Source: an optimization exercise on an open RTL-to-GDS flow (aim: small area and a short achievable clock period). Production flows keep margins and buffers that such runs may drop.
Function was checked by simulation only, so behaviour that the tests miss may differ from the original.
Power and IR drop assume default switching activity.

// maze_video_top
module maze_video_top (
  input  logic                     clk,
  input  logic                     reset,
  input  logic [8-1:0]   awaddr,
  input  logic                     awvalid,
  output logic                     awready,
  input  logic [32-1:0]   wdata,
  input  logic [32/8-1:0] wstrb,
  input  logic                     wvalid,
  output logic                     wready,
  output logic [1:0]               bresp,
  output logic                     bvalid,
  input  logic                     bready,
  input  logic [8-1:0]   araddr,
  input  logic                     arvalid,
  output logic                     arready,
  output logic [32-1:0]   rdata,
  output logic [1:0]               rresp,
  output logic                     rvalid,
  input  logic                     rready,
  output logic [11:0]              rgb,
  output logic [7:0]               pixel_x,
  output logic [8:0]               pixel_y,
  output logic                     de
);
==> flow/config.mk <==
export PLATFORM = sky130hd
export DESIGN_NAME = maze_video_top
export DESIGN_NICKNAME = maze_video_top
export VERILOG_FILES = /design/flow/design.v
export SDC_FILE = /design/flow/constraint.sdc
export NUM_CORES = 4
export LEC_CHECK = 0
export CAP_MARGIN = 20
export CORE_MARGIN = 2
export CORE_UTILIZATION = 60
export CTS_BUF_LIST = sky130_fd_sc_hd__clkbuf_8
export CTS_CLUSTER_DIAMETER = 50
export CTS_CLUSTER_SIZE = 20
export SETUP_SLACK_MARGIN = 2.8
export SLEW_MARGIN = 20
==> flow/constraint.sdc <==
create_clock -name core_clock -period 5.0 [get_ports {clk}]
set_input_delay 1.0000 -clock core_clock [delete_from_list [all_inputs] [get_ports {clk}]]
set_output_delay 1.0000 -clock core_clock [all_outputs]
set_load 0.01 [all_outputs]
standard.sh (not shown) runs the stock make flow with config.mk's settings and CLKGATE_MAP_FILE= SYNTH_SCRIPT=/design/flow/synth_recipe.tcl, a recipe that flattens the netlist after the stock synthesis.
==> flow/flow/run.sh <==
#!/bin/bash
set -euo pipefail
bash standard.sh MATCH_CELL_FOOTPRINT=0 ADDER_MAP_FILE= \
  "BUFFER_PORTS_ARGS=-buffer_cell sky130_fd_sc_hd__buf_1" finish > standard.log 2>&1
The starting point completed without violations.
==> next run, changes <==
- CORE_UTILIZATION: 60 -> 70
- CTS_CLUSTER_DIAMETER: 50 -> 60
- CTS_CLUSTER_SIZE: 20 -> 16
Worst setup slack loses 17 ps; cell area goes down by 1.5%; area after synthesis does not change.
==> next run, changes <==
- CORE_UTILIZATION: 70 -> 60
After rerunning:
- setup slack improves by 14 ps
- global-route usage is lower by 4.1 points
- routed wire length is higher by 1.5%
- via count is lower by 1.9%
- design area is higher by 0.61%
- count of clock-buffer cells in the layout is higher by 1
- cell count is higher by 2.6%
- total power is higher by 2.6%
- worst hold slack is about the same
- synthesized area is unchanged
==> next run, changes <==
- GPL_ROUTABILITY_DRIVEN: unset -> 0
Register-to-register slack gets better by 50 ps.
Wire length grows by 0.96%.
Flip-flop and latch count is unchanged.
Sequential share of layout area shrinks by 0.65 points.
Non-clock buffer count grows by 16.
Die area is unchanged.
Worst setup slack gets better by 5.5 ps.
Total power stays flat.
First-iteration DRC count shrinks by 11%.
==> next run, changes <==
- GPL_ROUTABILITY_DRIVEN: 0 -> unset
- SETUP_SLACK_MARGIN: 2.8 -> 2.7
Effect: The new run finished clean; routed wire length came out lower by about 2.7%; worst hold slack improves by 5.2 ps; utilization goes down by 1.2 points; global-route usage fell by 0.83 points; clock power climbs by about 9%; synthesized area stays the same; first-iteration DRC count came out higher by 13%; power rose by 2.1%; design area went down by 1.8%; synthesized cell count does not change.
==> next run, changes <==
- PLACE_DENSITY: unset -> 0.72
- SETUP_SLACK_MARGIN: 2.7 -> 2.8
Outcome:
- via count rises by 1.5%
- design area rises by 1.1%
- total power falls by 3.5%

Setup of run 1:
Another version of the RTL of maze_video_top (not shown whole).
Size: ~1200 cells after synthesis, roughly 350 flip-flops, about 130 I/O pins.
Settings: LEC_CHECK=0, CAP_MARGIN=20, CORE_MARGIN=2, CORE_UTILIZATION=40, CTS_BUF_LIST=sky130_fd_sc_hd__clkbuf_16, CTS_CLUSTER_DIAMETER=80, CTS_CLUSTER_SIZE=24, SETUP_SLACK_MARGIN=2.6, SLEW_MARGIN=20; clock period 5.0 ns.
==> flow/flow/run.sh <==
#!/bin/bash
set -euo pipefail
bash standard.sh MATCH_CELL_FOOTPRINT=0 \
  "BUFFER_PORTS_ARGS=-buffer_cell sky130_fd_sc_hd__buf_1" finish > standard.log 2>&1
Run 1 has completed all stages; timing, DRC and antenna checks passed.
Setup changes, run 1 to run 2
- changing CTS_CLUSTER_SIZE from 24 to 16
- changing CTS_CLUSTER_DIAMETER from 80 to 60
- changing SETUP_SLACK_MARGIN from 2.6 to 2.8
- changing CTS_BUF_LIST from sky130_fd_sc_hd__clkbuf_16 to sky130_fd_sc_hd__clkbuf_8
==> flow/flow/run.sh <==
#!/bin/bash
set -euo pipefail
bash standard.sh MATCH_CELL_FOOTPRINT=0 ADDER_MAP_FILE= \
  "BUFFER_PORTS_ARGS=-buffer_cell sky130_fd_sc_hd__buf_1" finish > standard.log 2>&1
- Run 2 completed every stage of the flow, and the final layout passed the timing, design-rule and antenna checks.
- Summary of run 2 over run 1: synthesized cell count rose by 9.1%; utilization rose by 0.48 points; sequential share of layout area fell by 0.40 points; final critical delay including setup and external delays fell by 250 ps.
- Capturing element of the worst setup path = rdata[8]: run 2; capturing element of the worst setup path = u_sprite.hit[3]$_DFF_P_: run 1
- In the tables for run 1 and run 2, minimum setup slack after placement reads higher with run 1.
Input-level comparison between run 3 and run 2:
- CTS_CLUSTER_SIZE: 16 -> 24
- SETUP_SLACK_MARGIN: 2.8 -> 2.6
- CTS_CLUSTER_DIAMETER: 60 -> 80
- CTS_BUF_LIST: sky130_fd_sc_hd__clkbuf_8 -> sky130_fd_sc_hd__clkbuf_16
Notes after the runs:
- Run comparison: run 2 worst setup path category flip-flop to output pin; run 3 worst setup path category input port to flip-flop
- Fraction of final layout cells with drive strength greater than 1 sits lower in run 3 than in run 2.
- Sort run 3 and run 2 by placement-stage cell area desc -> top: run 2
- Fmax: run 3 below run 2
- Summary of run 3 over run 2: sequential share of layout area grew by 0.50 points; fraction of the core area covered by cells at the end of the flow went down; longest individual stage delay on the worst path now larger.
- Between run 2 and run 3, the flow reports design area decreasing slightly.
- Between run 2 and run 3, the flow reports switching component of the power increasing slightly.
For run 4, these inputs were changed with respect to run 3:
- SETUP_SLACK_MARGIN now 2.8, was 2.6
Delta(depth of the most critical reg-to-reg path, run 4 - run 3) > 0. Run 3 has higher clock distribution area overhead in the final layout than run 4. Side by side, sequential share of cell area turned out lower in run 4 than in run 3. Sort run 4 and run 3 by switching fraction of total power, ascending, and run 4 comes first. Lower final weighted congestion in routability-driven placement goes to run 4 over run 3. Compared run 3 against run 4; overall overflow remaining after global route within noise. Against run 3, the final cell area of run 4 is higher. Row fmax: run 4 higher / run 3 lower. Against run 3, sum of internal, switching and leakage power in run 4 fell by a few percent.

## separate check: timing with driven ports
The flow's constraints put no driver on any port. The routed layouts listed below were extracted and timed again, unchanged, in two steps.
Step 1, drivers: a clkbuf_16 drives clk and a buf_2 each remaining input, both assumed.
Step 2 times the ports against the registers' clock, not the clock port: input delays grow and output delays shrink by t, the midpoint of the rising clock arrivals with the driver on.
Three values: ideal ports, drivers, drivers and shift; two values: the first two.
run | t (ns) | setup WS [ns] | latest minus earliest clock arrival (ns) | worst slew at a driven data input, ns | pins driven straight from the clock port
the first run of note 1 | 0.663 | 2.780 / 2.733 / 2.187 | 0.040 / 0.039 | 0.05 | 1
the second run of note 1 | 0.612 | 2.762 / 2.775 / 2.172 | 0.025 / 0.024 | 0.06 | 1
the third run of note 1 | 0.643 | 2.776 / 2.729 / 2.251 | 0.061 / 0.061 | 0.05 | 1
the fourth run of note 1 | 0.635 | 2.782 / 2.735 / 2.172 | 0.057 / 0.057 | 0.05 | 1
the fifth run of note 1 | 0.650 | 2.749 / 2.752 / 2.123 | 0.018 / 0.018 | 0.04 | 1
the sixth run of note 1 | 0.631 | 2.809 / 2.764 / 2.215 | 0.029 / 0.029 | 0.04 | 1
run 1 | 0.599 | 2.559 / 2.559 / 2.002 | 0.047 / 0.048 | 0.08 | 1
run 2 | 0.653 | 2.809 / 2.762 / 2.249 | 0.049 / 0.049 | 0.04 | 1
run 3 | 0.580 | 2.626 / 2.652 / 2.073 | 0.043 / 0.043 | 0.04 | 1
run 4 | 0.569 | 2.826 / 2.826 / 2.311 | 0.034 / 0.034 | 0.05 | 1
After both steps setup and hold are still met in every run listed. The setup slack of the fifth run of note 1, which loses most, moves by +0.003 ns with the drivers and by -0.626 ns with both steps.
